This design comes from an exercise in tuning for small area and a short achievable clock period on the open sky130 flow, not from production work. The RTL was checked by simulation tests, not by an equivalence proof against the original design. Power is estimated from default activity; no workload was simulated.

## mul32
module mul32 (
   input  logic        clk,
   input  logic        rst,
   input  logic        is_signed,
   input  logic [31:0] src,
   input  logic [31:0] sink,
   output logic [63:0] dest
);
Size in the first run: roughly 600 flip-flops.
export LEC_CHECK = 0
export CAP_MARGIN = 20
export CORE_MARGIN = 2
export CORE_UTILIZATION = 40
export CTS_CLUSTER_DIAMETER = 100
export CTS_CLUSTER_SIZE = 30
export SETUP_SLACK_MARGIN = 4.05
export SLEW_MARGIN = 20
export SYNTH_HIERARCHICAL = 1
export SYNTH_MINIMUM_KEEP_SIZE = 0
create_clock -name core_clock -period 6.5 [get_ports {clk}]
run.sh (not shown) runs the stock make flow with config.mk's settings and CLKGATE_MAP_FILE= SYNTH_SCRIPT=/design/flow/synth_recipe.tcl, a recipe that flattens the netlist after the stock synthesis.
The starting point finished clean.
Rerun with:
--- a/flow/config.mk
+++ b/flow/config.mk
@@ -10,5 +10,3 @@
 export CORE_UTILIZATION = 40
-export CTS_CLUSTER_DIAMETER = 100
-export CTS_CLUSTER_SIZE = 30
-export SETUP_SLACK_MARGIN = 4.05
+export SETUP_SLACK_MARGIN = 4.2
 export SLEW_MARGIN = 20
What happened: The new run went through all stages and came out clean; die area is unchanged; setup slack gains 0.029 ns; fmax came out higher by 1.2%; cell area came out higher by 6.4%; final cell count came out higher by 2.1%; flip-flop and latch count stays the same; global-route usage came out higher by 0.63 points.
Rerun with:
--- a/flow/config.mk
+++ b/flow/config.mk
@@ -10,3 +10,5 @@
 export CORE_UTILIZATION = 40
-export SETUP_SLACK_MARGIN = 4.2
+export CTS_CLUSTER_DIAMETER = 130
+export CTS_CLUSTER_SIZE = 32
+export SETUP_SLACK_MARGIN = 4.05
 export SLEW_MARGIN = 20
=> The changed run passed the timing, design-rule and antenna checks. Global-route usage falls by 0.70 points. Die area stays the same. Synthesized area is unchanged. Core utilization went down by 3.4 points. Power decreases by 14%. Combinational power shrinks by about 5%.
Rerun with:
--- a/flow/config.mk
+++ b/flow/config.mk
@@ -9,5 +9,4 @@
 export CORE_MARGIN = 2
-export CORE_UTILIZATION = 40
-export CTS_CLUSTER_DIAMETER = 130
-export CTS_CLUSTER_SIZE = 32
+export CORE_UTILIZATION = 55
+export PLACE_DENSITY = 0.65
 export SETUP_SLACK_MARGIN = 4.05
Outcome: Cell count falls by 5.7%. Worst setup slack gets worse by 0.070 ns. Global-route usage rises by 9.5 points. Power rises by 11%. Count of clock-buffer cells in the layout rises by 71. Combinational power is about the same. Design area rises by about 3%.
Rerun with:
--- a/flow/config.mk
+++ b/flow/config.mk
@@ -9,4 +9,3 @@
 export CORE_MARGIN = 2
-export CORE_UTILIZATION = 55
-export PLACE_DENSITY = 0.65
+export CORE_UTILIZATION = 40
 export SETUP_SLACK_MARGIN = 4.05
Worst setup slack gains 0.068 ns.
Via count is lower by 4.0%.
Die area is higher by 37%.
Non-clock buffer count is higher by 26.
Utilization is lower by 16 points.
Routed wire length is lower by 0.59%.
Area after synthesis stays the same.
Hold slack gains 0.011 ns.

* * *

== zinc ==
Starting RTL as in the previous note.
Settings: LEC_CHECK=0, CAP_MARGIN=20, CORE_MARGIN=2, CORE_UTILIZATION=40, CTS_CLUSTER_DIAMETER=100, CTS_CLUSTER_SIZE=25, SETUP_SLACK_MARGIN=4.05, SLEW_MARGIN=20, SYNTH_HIERARCHICAL=1, SYNTH_MINIMUM_KEEP_SIZE=0, TNS_END_PERCENT=30; clock period 6.5 ns.
Inputs modified between zinc and amber:
# zinc
export LEC_CHECK = 0
export CAP_MARGIN = 20
export CORE_MARGIN = 2
export CORE_UTILIZATION = 40
export CTS_CLUSTER_DIAMETER = 100
export CTS_CLUSTER_SIZE = 25
export SETUP_SLACK_MARGIN = 4.05
export SLEW_MARGIN = 20
export SYNTH_HIERARCHICAL = 1
export SYNTH_MINIMUM_KEEP_SIZE = 0
export TNS_END_PERCENT = 30
create_clock -name core_clock -period 6.5 [get_ports {clk}]
# amber
export LEC_CHECK = 0
export CAP_MARGIN = 20
export CORE_MARGIN = 2
export CORE_UTILIZATION = 40
export CTS_CLUSTER_DIAMETER = 60
export CTS_CLUSTER_SIZE = 30
export SETUP_SLACK_MARGIN = 4.05
export SLEW_MARGIN = 20
export SYNTH_HIERARCHICAL = 1
export SYNTH_MINIMUM_KEEP_SIZE = 0
create_clock -name core_clock -period 6.5 [get_ports {clk}]
## What came out
amber: full flow OK, the timing, design-rule and antenna checks passed. amber and zinc ended up with nearly the same met1 usage in global routing. | final hold slack | zinc vs amber | ≈ equal |. A timing startpoint of the critical path of r_one[4]$_DFF_P_ is what amber shows, while r_dest[31]$_SDFF_PP0_ belongs to zinc. Share of total power in combinational logic for amber: 3.3 points down relative to zinc. Summary of amber over zinc: total via count after detailed routing went up by 276, overall power after layout rose by about 7%.
Relative to amber, the following input files were edited for onyx:
# amber
export LEC_CHECK = 0
export CAP_MARGIN = 20
export CORE_MARGIN = 2
export CORE_UTILIZATION = 40
export CTS_CLUSTER_DIAMETER = 60
export CTS_CLUSTER_SIZE = 30
export SETUP_SLACK_MARGIN = 4.05
export SLEW_MARGIN = 20
export SYNTH_HIERARCHICAL = 1
export SYNTH_MINIMUM_KEEP_SIZE = 0
create_clock -name core_clock -period 6.5 [get_ports {clk}]
# onyx
export LEC_CHECK = 0
export CAP_MARGIN = 20
export CORE_MARGIN = 2
export CORE_UTILIZATION = 40
export CTS_CLUSTER_DIAMETER = 100
export CTS_CLUSTER_SIZE = 25
export SETUP_SLACK_MARGIN = 4.12
export SLEW_MARGIN = 20
export SYNTH_HIERARCHICAL = 1
export SYNTH_MINIMUM_KEEP_SIZE = 0
create_clock -name core_clock -period 6.5 [get_ports {clk}]
### Flow results
[onyx vs amber] register share of the cell area: higher in onyx. Relative to amber, the final cell area reported for onyx is lower. Wire length (onyx over amber): decrease, about 0.35%. Clock-buffer cell count shrinks by more than a quarter when moving from amber to onyx.
For garnet, these inputs were changed with respect to onyx:
# onyx
export LEC_CHECK = 0
export CAP_MARGIN = 20
export CORE_MARGIN = 2
export CORE_UTILIZATION = 40
export CTS_CLUSTER_DIAMETER = 100
export CTS_CLUSTER_SIZE = 25
export SETUP_SLACK_MARGIN = 4.12
export SLEW_MARGIN = 20
export SYNTH_HIERARCHICAL = 1
export SYNTH_MINIMUM_KEEP_SIZE = 0
create_clock -name core_clock -period 6.5 [get_ports {clk}]
# garnet
export LEC_CHECK = 0
export CAP_MARGIN = 5
export CORE_MARGIN = 2
export CORE_UTILIZATION = 40
export CTS_CLUSTER_DIAMETER = 100
export CTS_CLUSTER_SIZE = 25
export SETUP_SLACK_MARGIN = 4.05
export SLEW_MARGIN = 5
export SYNTH_HIERARCHICAL = 1
export SYNTH_MINIMUM_KEEP_SIZE = 0
create_clock -name core_clock -period 6.5 [get_ports {clk}]
onyx and garnet all finish clean. Between onyx and garnet, the layout filler cell count does not differ in any meaningful way. Between garnet and onyx, the total CTS buffers figures differ only marginally. There was hardly any difference in depth of the CTS H-tree between onyx and garnet. onyx -> garnet: via count of the first global-routing pass flat. Hold slack of onyx is on par with garnet. The higher final cell area excluding filler cells came out of onyx. Taking onyx as the reference, in garnet wire length saw a decrease, worst ir drop on vdd has remained practically unchanged.

static timing again, ports no longer ideal:
In the flow no input, the clock included, has a driving cell. The finished layouts below were timed again as built, in two steps.
Step 1 assumes that a clkbuf_16 drives the clock port and a buf_2 every other input.
Step 2 adds t to the input delays and takes it off the output delays; t is the mean of the earliest and latest rising clock arrival at the registers after step 1. Input paths then give back, and output paths get back, about the clock's delay inside the block.
Three values: no drivers, after step 1, after step 2; two values: the first two.
run | shift t [ns] | slack for setup (ns) | latest minus earliest clock arrival (ns)
the first run of note 1 | 0.684 | 4.070 / 4.017 / 3.685 | 0.032 / 0.031
the second run of note 1 | 0.679 | 4.099 / 4.038 / 3.814 | 0.037 / 0.037
the third run of note 1 | 0.662 | 4.081 / 4.017 / 3.680 | 0.025 / 0.024
the fourth run of note 1 | 0.659 | 4.011 / 4.011 / 3.643 | 0.038 / 0.039
the fifth run of note 1 | 0.681 | 4.080 / 4.023 / 3.667 | 0.034 / 0.033
zinc | 0.687 | 4.069 / 4.004 / 3.679 | 0.030 / 0.030
amber | 0.682 | 4.077 / 4.024 / 3.678 | 0.046 / 0.046
onyx | 0.688 | 4.067 / 4.003 / 3.674 | 0.030 / 0.031
garnet | 0.687 | 4.065 / 4.003 / 3.679 | 0.032 / 0.032
After both steps every run listed still meets setup and hold. For the fifth run of note 1, which loses most, drivers alone change the setup slack by -0.057 ns; drivers and shift together by -0.413 ns.
